This is an optimization exercise on Yosys and OpenROAD, whose aim is small area and few clock cycles per item, not a production implementation.
In this exercise RTL edits were held to simulation tests only and were not proved equivalent to the original.
No activity file was given, so power comes from the tool's default toggle rates.

==> flow/design.v, too long to show whole: its modules and the start of the top module <==
// module rcm_cell: 1575 lines
// module rcm_clamp: 13 lines
// module rgba_color_matrix_core: 101 lines
module rgba_color_matrix_core #(
	parameter int COEF_WIDTH     = 12,
	parameter int COEF_FRAC_BITS = 8
) (
	input  logic                            clk,
	input  logic                            arst_n,
	input  logic                            in_valid,
	output logic                            in_ready,
	input  logic [rcm_pkg::CHAN_W-1:0]      in_red,
	input  logic [rcm_pkg::CHAN_W-1:0]      in_green,
	input  logic [rcm_pkg::CHAN_W-1:0]      in_blue,
	input  logic [rcm_pkg::CHAN_W-1:0]      in_alpha,
	output logic                            out_valid,
	input  logic                            out_ready,
	output logic [rcm_pkg::CHAN_W-1:0]      out_red,
	output logic [rcm_pkg::CHAN_W-1:0]      out_green,
	output logic [rcm_pkg::CHAN_W-1:0]      out_blue,
	output logic [rcm_pkg::CHAN_W-1:0]      out_alpha,
	input  logic                            cfg_valid,
	output logic                            cfg_ready,
	input  logic [rcm_pkg::CFG_IDX_W-1:0]   cfg_index,
	input  logic [rcm_pkg::CFG_DATA_W-1:0]  cfg_data
);
  // ...
==> flow/flow/run.sh <==
#!/bin/bash
# Layout flow: the standard flow with these changes to synthesis:
#  - Yosys's synth fine step runs without its quick abc pass (-noabc), so
#    extract_fa meets the adder tree's xor/majority logic as the RTL writes it
#    and maps it to full adders without inverters around them;
#  - the final abc technology mapping uses flow/abc_map.script, ORFS's area
#    script without its buffering and sizing (OpenROAD's repair does those),
#  - Yosys maps carry chains with its own Brent-Kung look-ahead instead of
#    ORFS's Kogge-Stone extra map (SYNTH_OPERATIONS_ARGS set to a flag synth
#    already gets, so that ORFS does not add the Kogge-Stone map).
# Global placement's port buffers are sky130_fd_sc_hd__buf_1 cells
# (BUFFER_PORTS_ARGS). Flip-flop mapping, flattening, renaming and the layout
# steps are standard.
set -euo pipefail
cd "$(dirname "$0")/.."
W=$PWD
head -1 synth_recipe.tcl | grep -q '^proc synth' || { echo "unexpected synth_recipe.tcl line 1" >&2; exit 1; }
sed -n 2p synth_recipe.tcl | grep -q 'source \$::env(SCRIPTS_DIR)/synth.tcl' || { echo "unexpected synth_recipe.tcl line 2" >&2; exit 1; }
grep -q '^  log_cmd abc {\*}\$abc_args$' "$FLOW_HOME/scripts/synth.tcl" || { echo "unexpected synth.tcl" >&2; exit 1; }
sed 's|^  log_cmd abc {\*}\$abc_args$|  log_cmd abc {*}[lreplace $abc_args 1 1 '"$W"'/flow/abc_map.script]|' "$FLOW_HOME/scripts/synth.tcl" > flow_synth_orfs.tcl
{
  echo 'proc synth {args} { if {[lsearch -glob $args "fine:*"] >= 0} { yosys synth -nofsm -noshare -noabc {*}$args } else { yosys synth -nofsm -noshare {*}$args } }'
  echo "source $W/flow_synth_orfs.tcl"
  tail -n +3 synth_recipe.tcl
} > flow_synth.tcl
sed "s|SYNTH_SCRIPT=[^ ]*|SYNTH_SCRIPT=$W/flow_synth.tcl 'BUFFER_PORTS_ARGS=-buffer_cell sky130_fd_sc_hd__buf_1' SYNTH_OPERATIONS_ARGS=-nofsm|" standard.sh > flow_standard.sh
grep -q "SYNTH_SCRIPT=$W/flow_synth.tcl" flow_standard.sh || { echo "could not set SYNTH_SCRIPT" >&2; exit 1; }
bash flow_standard.sh "$@" > flow_make.log 2>&1 || { tail -50 flow_make.log; exit 1; }
tail -5 flow_make.log
==> flow/flow/abc_map.script <==
strash
dch
map -B 0.9
topo
==> flow/standard.sh <==
#!/bin/bash
# synth_recipe.tcl (not shown) runs the flow's synth.tcl, then flattens the netlist and writes it again
# the make line also repeats each setting of config.mk as NAME=value (left out here)
make -C /OpenROAD-flow-scripts/flow DESIGN_CONFIG=/design/flow/config.mk WORK_HOME=/design/flow/orfs CLKGATE_MAP_FILE= SYNTH_SCRIPT=/design/flow/synth_recipe.tcl "${@:-finish}"
==> flow/config.mk <==
export PLATFORM = sky130hd
export DESIGN_NAME = rgba_color_matrix_core
export DESIGN_NICKNAME = rgba_color_matrix_core
export VERILOG_FILES = /design/flow/design.v
export SDC_FILE = /design/flow/constraint.sdc
export NUM_CORES = 4
export LEC_CHECK = 0
export CAP_MARGIN = 20
export CORE_MARGIN = 2
export CORE_UTILIZATION = 52
export CTS_BUF_LIST = sky130_fd_sc_hd__clkbuf_4 sky130_fd_sc_hd__clkbuf_8
export SLEW_MARGIN = 20
==> flow/constraint.sdc <==
create_clock -name core_clock -period 8.0 [get_ports {clk}]
set_input_delay 1.6000 -clock core_clock [delete_from_list [all_inputs] [get_ports {clk}]]
set_output_delay 1.6000 -clock core_clock [all_outputs]
set_load 0.01 [all_outputs]
==> run_results.csv, run 1 <==
group,metric,value,unit
run_status,outcome,"timing/DRC/antenna clean",
worst_setup_path,critPathArrivalTime,8.21,ns
detailed_routing,drt-met1-wl,76.6,mm
die,pin_count,139,
sta,relSlewSlack,24.6,%
grt,grt_max_degree,65,
layout,seq_share,19.5,%
synth,synth_enable_flop_cells,336,
sta,worst_pin_slew,1.12,ns
synth,synth_seq_cells,342,
layout,regArea,0.0102,mm^2
place,dp_hpwl,162,mm
detailed_routing,wl_per_cell,33.1,um
clock_tree,path_clk_slew,0.06,ns
clock_tree,cts_sinks,342,
layout,nNetsFinal,6310,
clock_tree,postCtsSetupBuffers,0,
worst_setup_path,timing.rr.end,"chan_q[9]",
die,tap_cells,1176,
synth,netlist_top_cells_area,"fa_1 40%, edfxtp_1 21%, nand2_1 10%",
pwr,clockPowerShare,8.8,%
synth,synth_top_family_by_area,"adder cells",
worst_setup_path,cpPeakStageDelay,0.91,ns
synth,synth.largest_area_cell,"fa_1",
pwr,power.internal,11300,uW
place,place_congestion,1.04,
pwr,p_per_area,453,mW/mm^2
synth,yosys.area_share.simple,13.3,%
Testbench counts, summed over its fixed seeds: cycles 8,384, items 8,192.
==> inputs of run 2 (changes only) <==
--- a/flow/config.mk
+++ b/flow/config.mk
@@ -8,5 +8,5 @@
 export CAP_MARGIN = 20
 export CORE_MARGIN = 2
-export CORE_UTILIZATION = 52
+export CORE_UTILIZATION = 55
 export CTS_BUF_LIST = sky130_fd_sc_hd__clkbuf_4 sky130_fd_sc_hd__clkbuf_8
 export SLEW_MARGIN = 20
==> run_results.csv, run 2 <==
group,metric,value,unit
run_status,outcome,"timing/DRC/antenna clean",
grt,grt_pass1_vias,41200,
clock_tree,clk_latency,0.75,ns
synth,synth.most_common_cell,"nand2_1",
pwr,leakagePower,0.0201,uW
worst_setup_path,r2r_cells,24,
sta,rsz0062_at_grt,"no",
clock_tree,cts_tree,"built",
clock_tree,path_clk_slew,0.06,ns
worst_setup_path,cpPeakStageDelay,0.57,ns
clock_tree,cts.path.max_buffers,3,
detailed_routing,drc,0,
sta,fin_tns_setup,0,ns
synth,syn_area_per_cell,10.1,um^2
layout,largest_reg_flops,240,
synth,async_flop_share,1.75,%
die,pin_count,139,
place,numPortBuffers,133,
clock_tree,cts_sinks,342,
worst_setup_path,cp.depth,24,
layout,final_cell_mix,"1,314 x nand2_1, 944 x fa_1, 665 x clkinv_1",
place,placed_area,0.0509,mm^2
worst_setup_path,worstPathRequired,8.45,ns
min_path,min_path_cells,2,
sta,post-route-period-util,96.6,%
worst_setup_path,path_cells,"clkinv_1 > buf_12 > o22ai_1 > clkinv_1 > fa_1 > clkinv_1 > fa_1 > fa_1 > ha_1 > fa_1 > fa_1 > fa_1 > ha_1 > nand4_1 > nor3_1 > nand2_1 > nand2_1 > nand3_1 > nand2_1 > fa_1 > nor3_1 > o2111ai_1 > nor2_1 > a21oi_1",
die,initial_core_util,55.6,%
sta,setup_violations,0,
place,place_inst,6144,
die,die_area,0.0886,mm^2
synth,ys_seq_area_share,21.6,%
worst_setup_path,end_kind,"register",
worst_setup_path,slowest_stage,"fa_1",
detailed_routing,drt_wl_total,207,mm
synth,synth_cells,4714,
layout,top_register,"row_q",
place,dp_hpwl,157,mm
pwr,p_per_area,457,mW/mm^2
clock_tree,cts-root-buf,"clkbuf_8",
synth,synth_top_area_share,39.8,%
layout,area_growth,10.7,%
grt,grt_pass1_wl,293,mm
layout,drive_above_1_share,5.77,%
worst_setup_path,crit_type,"register to register",
worst_setup_path,crit_family,"adder cells",
synth,yosysWarningCount,2,
sta,relSlewSlack,20.6,%
grt,grt_overflow,0,
min_path,hold_path.class,"register to register",
synth,synth_top_cells_by_count,"1,314 x nand2_1, 944 x fa_1, 653 x clkinv_1",
die,fp.dieW,298,um
synth,synth_area,0.0474,mm^2
synth,synth_ff_type,"edfxtp_1",
detailed_routing,viasPerCell,6.64,
worst_setup_path,critPathArrivalTime,8.18,ns
place,place_congestion,1.07,
layout,final_area,0.0525,mm^2
pwr,vdd_drop_max,0.921,mV
worst_setup_path,crit_buf_inv,4,
synth,synth_enable_flop_cells,336,
detailed_routing,drtAntennaViolNets,0,
clock_tree,htree_levels,3,
detailed_routing,num_vias,41900,
clock_tree,cts_buffers,71,
layout,final_common_cell,"nand2_1",
synth,netlist_top_cells_area,"fa_1 40%, edfxtp_1 21%, nand2_1 10%",
die,num_rows,107,
detailed_routing,dr.pass1.iters,6,
layout,finalNonFillerCells,6314,
synth,synth_cell_types,26,
synth,synth_fp_nets,5938,
worst_setup_path,cp_max_fo,17,
worst_setup_path,crit_top_cell,"fa_1",
synth,synth_seq_cells,342,
worst_setup_path,crit_path_start_kind,"register",
sta,maxSlewViolCount,0,
die,die_y,298,um
die,core-area,0.0853,mm^2
grt,antenna_found_initial,31,
run,max_cap_violations,0,
sta,finClkSkew,0.0549,ns
sta,timing.final.crit_period,7.73,ns
grt,grt_max_degree,73,
sta,worst_pin_slew,1.18,ns
sta,max_freq,0.129,GHz
grt,groute.usage.overall,47.3,%
detailed_routing,wl_per_cell,32.8,um
detailed_routing,drtIter0Drc,7164,
synth,synth.largest_area_cell,"fa_1",
layout,nNetsFinal,6301,
layout,utilization,61.6,%
clock_tree,cts_hold_buf,0,
sta,finalHoldViolations,0,
run 2: cell counts after synthesis:
Identical to the previous run, type by type.
run 2: final timing paths:
path                       startpoint     endpoint  slack (ns)
setup / recovery            pix_q[31]   chan_q[19]        0.27
hold / removal             row_set[3]   row_set[3]        0.54
setup reg to reg            pix_q[31]   chan_q[19]        0.27
hold reg to reg            row_set[3]   row_set[3]        0.54
max in group asynchronous      arst_n  pix_valid_q        6.99
min in group asynchronous      arst_n   row_set[1]        0.74
run 2: power breakdown:
part / switching (uW) / total, uW / leakage (uW) / internal, uW
Clock: 974 / 2120 / 0.000761 / 1140
Sequential: 87.1 / 2280 / 0.00320 / 2200
Combinational: 11500 / 19600 / 0.0161 / 8070
Total: 12600 / 24000 / 0.0201 / 11400
run 2: cells by family (layout without fill, tap and decap cells):
| kind of cell | after synthesis | after routing | synth area share (%) |
|---|---|---|---|
| buffers and inverters | 654 | 1070 | 5.18 |
| AO/OA/AOI/OAI | 834 | 834 | 13.3 |
| other | 1 | 41 | 0.00791 |
| adder cells (fa/ha/maj) | 1120 | 1120 | 44.5 |
| AND/OR/NAND/NOR | 1646 | 1646 | 13.3 |
| XOR/XNOR | 117 | 117 | 2.16 |
| flip-flops | 342 | 342 | 21.6 |
run 2: tightest hold or removal path: stages (launching register included):
cell      delay [ns]
dfrtp_1         0.40
clkinv_1        0.05
nand2_1         0.04
run 2: repair_timing:
item	CTS	global route
setup endpoints to repair	0	19
hold endpoints to repair	0	0
buffers inserted	0	3
gates resized for setup	0	5
run 2: area by class of cell:
type / count / area, um^2
diodes: 40 / 100
inverters: 653 / 2470
fillers: 7320 / 32800
well taps: 1144 / 1430
multi-input cells: 3718 / 34800
repair buffers: 291 / 2000
clock buffers: 92 / 1160
flip-flops and latches: 342 / 10200
clock inverters: 34 / 320
run 2: per-stage QoR:
step                total power [uW]  setup WS [ns]  hold WS, ns
global route                   26500         0.0386        0.566
detailed placement             21500          0.330        0.531
floorplan                      15900          0.660        0.456
CTS                            23800          0.319        0.541
finish                         24000          0.270        0.538
global placement               21200          0.358        0.525
run 2: per-layer routing:
layer	part of all wire, %	GRT usage [%]
met1	36	63.6
met2	40	63.3
met3	16	20.2
met4	7.3	28.0
met5	0.092	1.19
==> inputs of run 3 (changes only) <==
--- a/flow/config.mk
+++ b/flow/config.mk
@@ -9,4 +9,4 @@
 export CORE_MARGIN = 2
 export CORE_UTILIZATION = 55
-export CTS_BUF_LIST = sky130_fd_sc_hd__clkbuf_4 sky130_fd_sc_hd__clkbuf_8
+export CTS_BUF_LIST = sky130_fd_sc_hd__clkbuf_2 sky130_fd_sc_hd__clkbuf_4
 export SLEW_MARGIN = 20
==> run_results.csv, run 3 <==
group,metric,value,unit
run_status,outcome,"timing/DRC/antenna clean",
sta,finClkSkew,0.140,ns
detailed_routing,num_vias,42000,
clock_tree,cts.path.max_buffers,3,
synth,synth.largest_area_cell,"fa_1",
grt,grt_pass1_vias,41500,
synth,netlist_top_cells_area,"fa_1 40%, edfxtp_1 21%, nand2_1 10%",
synth,yosysWarningCount,2,
layout,final_cell_mix,"1,314 x nand2_1, 944 x fa_1, 684 x clkinv_1",
pwr,power,23800,uW
layout,nNetsFinal,6331,
synth,async_flop_share,1.75,%
sta,post-route-period-util,97.2,%
clock_tree,path_clk_slew,0.07,ns
clock_tree,cts_sinks,342,
synth,synth_enable_flop_cells,336,
min_path,hold_path.class,"primary input to async pin",
worst_setup_path,critPathArrivalTime,8.44,ns
detailed_routing,wl_per_cell,32.6,um
worst_setup_path,crit_family,"adder cells",
die,fp.dieW,298,um
pwr,p_per_area,456,mW/mm^2
synth,synth_cells,4714,
clock_tree,clk_latency,1.08,ns
die,core-area,0.0853,mm^2
pwr,leakagePower,0.0201,uW
die,die_area,0.0886,mm^2
synth,synth_area,0.0474,mm^2
detailed_routing,viasPerCell,6.61,
grt,antenna_found_initial,35,
layout,drive_above_1_share,6.51,%
clock_tree,htree_levels,3,
layout,top_register,"row_q",
sta,setup_violations,0,
sta,finalHoldViolations,0,
layout,final_common_cell,"nand2_1",
die,initial_core_util,55.6,%
detailed_routing,dr.pass1.iters,7,
layout,area_growth,10.2,%
place,place_congestion,1.07,
worst_setup_path,slowest_stage,"edfxtp_1",
pwr,vdd_drop_max,0.926,mV
sta,timing.final.crit_period,7.78,ns
die,die_y,298,um
die,pin_count,139,
synth,synth.most_common_cell,"nand2_1",
layout,final_area,0.0523,mm^2
worst_setup_path,cp_max_fo,10,
synth,synth_cell_types,26,
grt,grt_pass1_wl,293,mm
detailed_routing,drt_wl_total,207,mm
detailed_routing,drtAntennaViolNets,0,
synth,synth_top_area_share,39.8,%
worst_setup_path,cpPeakStageDelay,1.01,ns
place,dp_slack,0.330,ns
place,placed_area,0.0509,mm^2
worst_setup_path,crit_path_start_kind,"register",
clock_tree,cts_buffers,104,
grt,groute.usage.overall,47.3,%
synth,syn_area_per_cell,10.1,um^2
detailed_routing,drc,0,
worst_setup_path,path_cells,"o221ai_1 > fa_1 > fa_1 > fa_1 > fa_1 > fa_1 > fa_1 > fa_1 > ha_1 > a21o_2 > nand2_1 > nand2_1 > a21oi_1 > nand2_1 > nand3_1 > nand2_1 > fa_1 > nor3_1 > o2111ai_1 > nor2_1 > a21oi_1",
synth,ys_seq_area_share,21.6,%
worst_setup_path,crit_buf_inv,0,
synth,synth_seq_cells,342,
sta,fin_tns_setup,0,ns
synth,synth_ff_type,"edfxtp_1",
sta,relSlewSlack,15.4,%
sta,maxSlewViolCount,0,
place,numPortBuffers,133,
die,num_rows,107,
clock_tree,cts-root-buf,"clkbuf_4",
synth,synth_fp_nets,5938,
sta,setup_ws,0.223,ns
worst_setup_path,worstPathRequired,8.66,ns
worst_setup_path,crit_top_cell,"fa_1",
sta,worst_pin_slew,1.27,ns
grt,grt_overflow,0,
sta,rsz0062_at_grt,"no",
worst_setup_path,crit_type,"register to register",
worst_setup_path,r2r_start,"pix_q[16]",
detailed_routing,drtIter0Drc,7027,
grt,grt_max_degree,73,
sta,max_freq,0.129,GHz
place,dp_hpwl,157,mm
layout,largest_reg_flops,240,
synth,synth_top_cells_by_count,"1,314 x nand2_1, 944 x fa_1, 653 x clkinv_1",
clock_tree,cts_tree,"built",
worst_setup_path,end_kind,"register",
worst_setup_path,startpoint,"pix_q[16]",
run,max_cap_violations,0,
## run 3: cell types whose count changed in the layout (fill, tap and decap cells not counted), moves of 3 or more
cell	before	now
diode_2	40	26
clkinv_2	3	15
clkbuf_8	75	0
clkinv_1	665	684
clkinvlp_4	8	5
clkbuf_4	18	133
## run 3: final timing paths
check                              to  slack (ns)  depth (start not counted)
min reg2reg                row_set[3]        0.54                          2
min in group core_clock    row_set[3]        0.54                          2
max reg2reg                chan_q[17]        0.22                         21
max in group asynchronous     valid_q        7.23                          1
min                        row_set[0]        0.50                          1
max                        chan_q[17]        0.22                         21
## run 3: cells by family (layout without fill, tap and decap cells)
group	count (synthesis)	after routing	share of synthesized area, %
flops	342	342	21.6
other cells	1	27	0.00791
compound gates	834	834	13.3
xor+xnor	117	117	2.16
fa+ha+maj	1120	1120	44.5
buf+inv	654	1131	5.18
simple gates	1646	1646	13.3
## run 3: metal layers
layer  vias up  wire (um)  GRT usage [%]
met5         -        301           1.35
met4        18      15500           28.5
met3       799      34500           20.5
met2      3725      82800           63.6
met1     20400      74300           63.1
li1      17100          -              -
## run 3: power breakdown
| part | switching [uW] | total, uW | internal [uW] |
|---|---|---|---|
| Clock | 993 | 1910 | 914 |
| Sequential | 93.9 | 2290 | 2190 |
| Combinational | 11600 | 19600 | 8070 |
## run 3: stage by stage
step / cells / hold slack, ns / util [%]
after floorplan: 4714 / 0.456 / -
after global placement: 6144 / 0.525 / 59.6
after detailed placement: 6144 / 0.531 / 59.6
after global routing: 6343 / 0.472 / 61.3
final: 6361 / 0.499 / 61.3
after CTS: 6334 / 0.452 / 61.2
## run 3: timing repair
action                     4_1_cts  5_1_grt
resized for setup                0        3
setup endpoints to repair        0       22
hold buffers                     0        0
buffers inserted                 0        0
## run 3: final cells by class
type	count	area, um^2
diodes	26	65.1
clock inverters	58	359
flip-flops and latches	342	10200
clock buffers	132	991
fillers	7368	33000
inverters	653	2460
well taps	1144	1430
repair buffers	288	1950
multi-input cells	3718	34800
==> inputs of run 4 (changes only) <==
--- a/flow/config.mk
+++ b/flow/config.mk
@@ -9,4 +9,6 @@
 export CORE_MARGIN = 2
 export CORE_UTILIZATION = 55
-export CTS_BUF_LIST = sky130_fd_sc_hd__clkbuf_2 sky130_fd_sc_hd__clkbuf_4
+export CTS_BUF_LIST = sky130_fd_sc_hd__clkbuf_8 sky130_fd_sc_hd__clkbuf_16
+export CTS_CLUSTER_DIAMETER = 60
+export CTS_CLUSTER_SIZE = 20
 export SLEW_MARGIN = 20
==> run_results.csv, run 4 <==
group,metric,value,unit
sta,finalHoldViolations,0,
pwr,power.share.combinational,80.8,%
die,num_rows,107,
layout,nNetsFinal,6277,
detailed_routing,wl_per_cell,32.9,um
sta,finClkSkew,0.0511,ns
die,initial_core_util,55.6,%
detailed_routing,num_vias,41500,
detailed_routing,dr.pass1.iters,6,
sta,relSlewSlack,14.1,%
pwr,p_sw_share,52.6,%
worst_setup_path,reg2reg_slack,0.25,ns
detailed_routing,viasPerCell,6.63,
sta,rsz0062_at_grt,"no",
layout,final_common_cell,"nand2_1",
synth,synth_top_area_share,39.8,%
synth,synth_seq_cells,342,
die,pin_count,139,
clock_tree,cts_buffers,48,
grt,groute.usage.overall,47.1,%
pwr,leakagePower,0.0201,uW
synth,synth.most_common_cell,"nand2_1",
synth,syn_area_per_cell,10.1,um^2
grt,met3_usage,20.5,%
worst_setup_path,r2r_start,"pix_q[16]",
sta,max_freq,0.129,GHz
sta,hold_ws,0.542,ns
layout,final_cell_mix,"1,314 x nand2_1, 944 x fa_1, 651 x clkinv_1",
run_status,outcome,"timing/DRC/antenna clean",
place,dp_hpwl,157,mm
worst_setup_path,crit_type,"register to register",
sta,maxSlewViolCount,0,
pwr,seqPwrFrac,9.4,%
place,placed_area,0.0509,mm^2
sta,worst_pin_slew,1.29,ns
worst_setup_path,cp.depth,22,
place,numPortBuffers,133,
grt,grt_pass1_vias,41000,
pwr,clockPowerShare,9.8,%
grt,grtUsageMet1,63.1,%
worst_setup_path,cp_max_fo,10,
sta,fin_tns_setup,0,ns
synth,synth_area,0.0474,mm^2
clock_tree,cts.path.max_buffers,3,
grt,grt_max_degree,73,
clock_tree,cts_sinks,342,
layout,largest_reg_flops,240,
sta,setup_violations,0,
clock_tree,path_clk_slew,0.08,ns
synth,synth_enable_flop_cells,336,
synth,netlist_top_cells_area,"fa_1 40%, edfxtp_1 21%, nand2_1 10%",
worst_setup_path,cpPeakStageDelay,0.99,ns
pwr,p_sw,12800,uW
worst_setup_path,timing.rr.end,"chan_q[31]",
run,max_cap_violations,0,
worst_setup_path,startpoint,"pix_q[16]",
grt,antenna_found_initial,28,
synth,synth_cell_types,26,
worst_setup_path,r2r_cells,22,
clock_tree,clk_latency,0.69,ns
worst_setup_path,critPathArrivalTime,8.11,ns
clock_tree,htree_levels,2,
worst_setup_path,crit_top_cell,"fa_1",
detailed_routing,drtIter0Drc,6765,
worst_setup_path,path_cells,"o221ai_1 > fa_1 > fa_1 > fa_1 > fa_1 > fa_1 > fa_1 > fa_1 > ha_1 > a21o_2 > nand2_1 > nand2_1 > a21oi_1 > nand2_1 > nand2_1 > nand2_1 > fa_1 > nor3_1 > o2111ai_1 > buf_4 > nor2_1 > a21oi_1",
clock_tree,cts_tree,"built",
worst_setup_path,crit_family,"adder cells",
grt,busiest_layer,"met2",
worst_setup_path,crit_end,"chan_q[31]",
layout,final_area,0.0527,mm^2
detailed_routing,drc,0,
pwr,power.internal,11500,uW
synth,synth_top_cells_by_count,"1,314 x nand2_1, 944 x fa_1, 653 x clkinv_1",
place,place_inst,6144,
synth,synth_ff_type,"edfxtp_1",
detailed_routing,drtAntennaViolNets,0,
die,fp.dieW,298,um
die,core-area,0.0853,mm^2
synth,ys_seq_area_share,21.6,%
grt,use_met2,63.3,%
die,die_y,298,um
synth,async_flop_share,1.75,%
pwr,p_per_area,461,mW/mm^2
clock_tree,cts_hold_buf,0,
min_path,hold_path.class,"register to register",
worst_setup_path,crit_buf_inv,1,
worst_setup_path,end_kind,"register",
worst_setup_path,crit_path_start_kind,"register",
die,die_area,0.0886,mm^2
worst_setup_path,worstPathRequired,8.36,ns
synth,yosysWarningCount,2,
grt,grt_overflow,0,
layout,finalNonFillerCells,6263,
sta,timing.final.crit_period,7.75,ns
sta,post-route-period-util,96.9,%
pwr,power,24300,uW
layout,drive_above_1_share,5.34,%
pwr,vdd_drop_max,0.916,mV
synth,synth_fp_nets,5938,
detailed_routing,drt_wl_total,206,mm
grt,grt_pass1_wl,292,mm
synth,synth.largest_area_cell,"fa_1",
layout,top_register,"row_q",
synth,synth_cells,4714,
place,place_congestion,1.07,
layout,area_growth,11.1,%
worst_setup_path,slowest_stage,"edfxtp_1",
clock_tree,cts-root-buf,"clkbuf_16",
[run 4: changes by cell type in the layout (fill, tap and decap cells not counted), sizes merged]
cell | previous run | this run
buf | 287 | 289
bufinv | 4 | 1
clkbuf | 133 | 50
clkinv | 699 | 662
clkinvlp | 5 | 7
inv | 3 | 24
[run 4: tightest hold or removal path, stage by stage (launching register included)]
cell	delay (ns)
dfrtp_1	0.41
clkinv_1	0.05
nand2_1	0.04
[run 4: worst min-delay path by stage]
stage | from | end | slack (ns) | depth (start not counted)
floorplan | row_set[0] | row_set[0] | 0.46 | 2
global placement | row_set[2] | row_set[2] | 0.52 | 2
detailed placement | row_set[3] | row_set[3] | 0.53 | 2
CTS | row_set[2] | row_set[2] | 0.54 | 2
global route | row_set[3] | row_set[3] | 0.57 | 2
finish | row_set[3] | row_set[3] | 0.54 | 2
[run 4: area by class of cell]
type	instances	area [um^2]
clock buffers	49	1230
fillers	7273	32600
diodes	26	65.1
repair buffers	290	1980
multi-input cells	3718	34800
clock inverters	41	502
flip-flops and latches	342	10200
inverters	653	2470
well taps	1144	1430
[run 4: power by group through the flow]
stage / combinational [uW] / clock, uW / sequential (uW)
detailed placement: 19200 / 0 / 2320
global route: 22000 / 2450 / 2290
global placement: 18800 / 0 / 2320
CTS: 19400 / 2390 / 2280
floorplan: 13500 / 0 / 2410
finish: 19600 / 2380 / 2280
[run 4: repair_timing]
action                     CTS  global route
setup endpoints to repair    0            19
setup buffers                0             3
gates resized for setup      0             5
[run 4: cell families (layout without fill, tap and decap cells)]
kind of cell / Yosys count / count (layout) / share of synthesized area, %
compound gates: 834 / 834 / 13.3
other cells: 1 / 27 / 0.00791
simple gates: 1646 / 1646 / 13.3
flops: 342 / 342 / 21.6
fa+ha+maj: 1120 / 1120 / 44.5
xor+xnor: 117 / 117 / 2.16
buf+inv: 654 / 1033 / 5.18
[run 4: routing by layer]
metal / share of wire (%) / vias to the layer above / routed length [um]
met2: 40 / 3548 / 83000
met1: 36 / 20300 / 73800
met4: 7.1 / 22 / 14600
met3: 17 / 709 / 34600
met5: 0.14 / - / 285
li1: - / 16900 / -
[run 4: stage by stage]
step / setup slack (ns) / utilization (%)
6_report: 0.246 / 61.8
5_1_grt: 0.00988 / 61.7
4_1_cts: 0.328 / 61.7
3_5_place_dp: 0.330 / 59.6
3_3_place_gp: 0.358 / 59.6
2_1_floorplan: 0.660 / -

-- afterwards: timing with drivers on the ports --
Ports are ideal in the flow. The routed layouts listed here were re-timed in OpenROAD.
Step 1 (the two cells are an assumption about what drives the block):
set clk [get_ports {clk}]
set_driving_cell -lib_cell sky130_fd_sc_hd__clkbuf_16 $clk
set_driving_cell -lib_cell sky130_fd_sc_hd__buf_2 [delete_from_list [all_inputs] $clk]
Step 2 times the ports against the registers' clock, not the clock port: input delays grow and output delays shrink by t, the midpoint of the rising clock arrivals with the driver on.
Slacks: ideal / step 1 / step 2; pairs: ideal / step 1.
| run | t, ns | setup slack, ns | worst slew at a driven data input, ns |
|---|---|---|---|
| run 1 | 0.807 | 0.233 / 0.233 / 0.233 | 0.12 |
| run 2 | 0.797 | 0.270 / 0.270 / 0.270 | 0.13 |
| run 3 | 1.072 | 0.223 / 0.223 / 0.223 | 0.14 |
| run 4 | 0.743 | 0.246 / 0.246 / 0.246 | 0.14 |
After both steps every run listed still meets setup and hold.
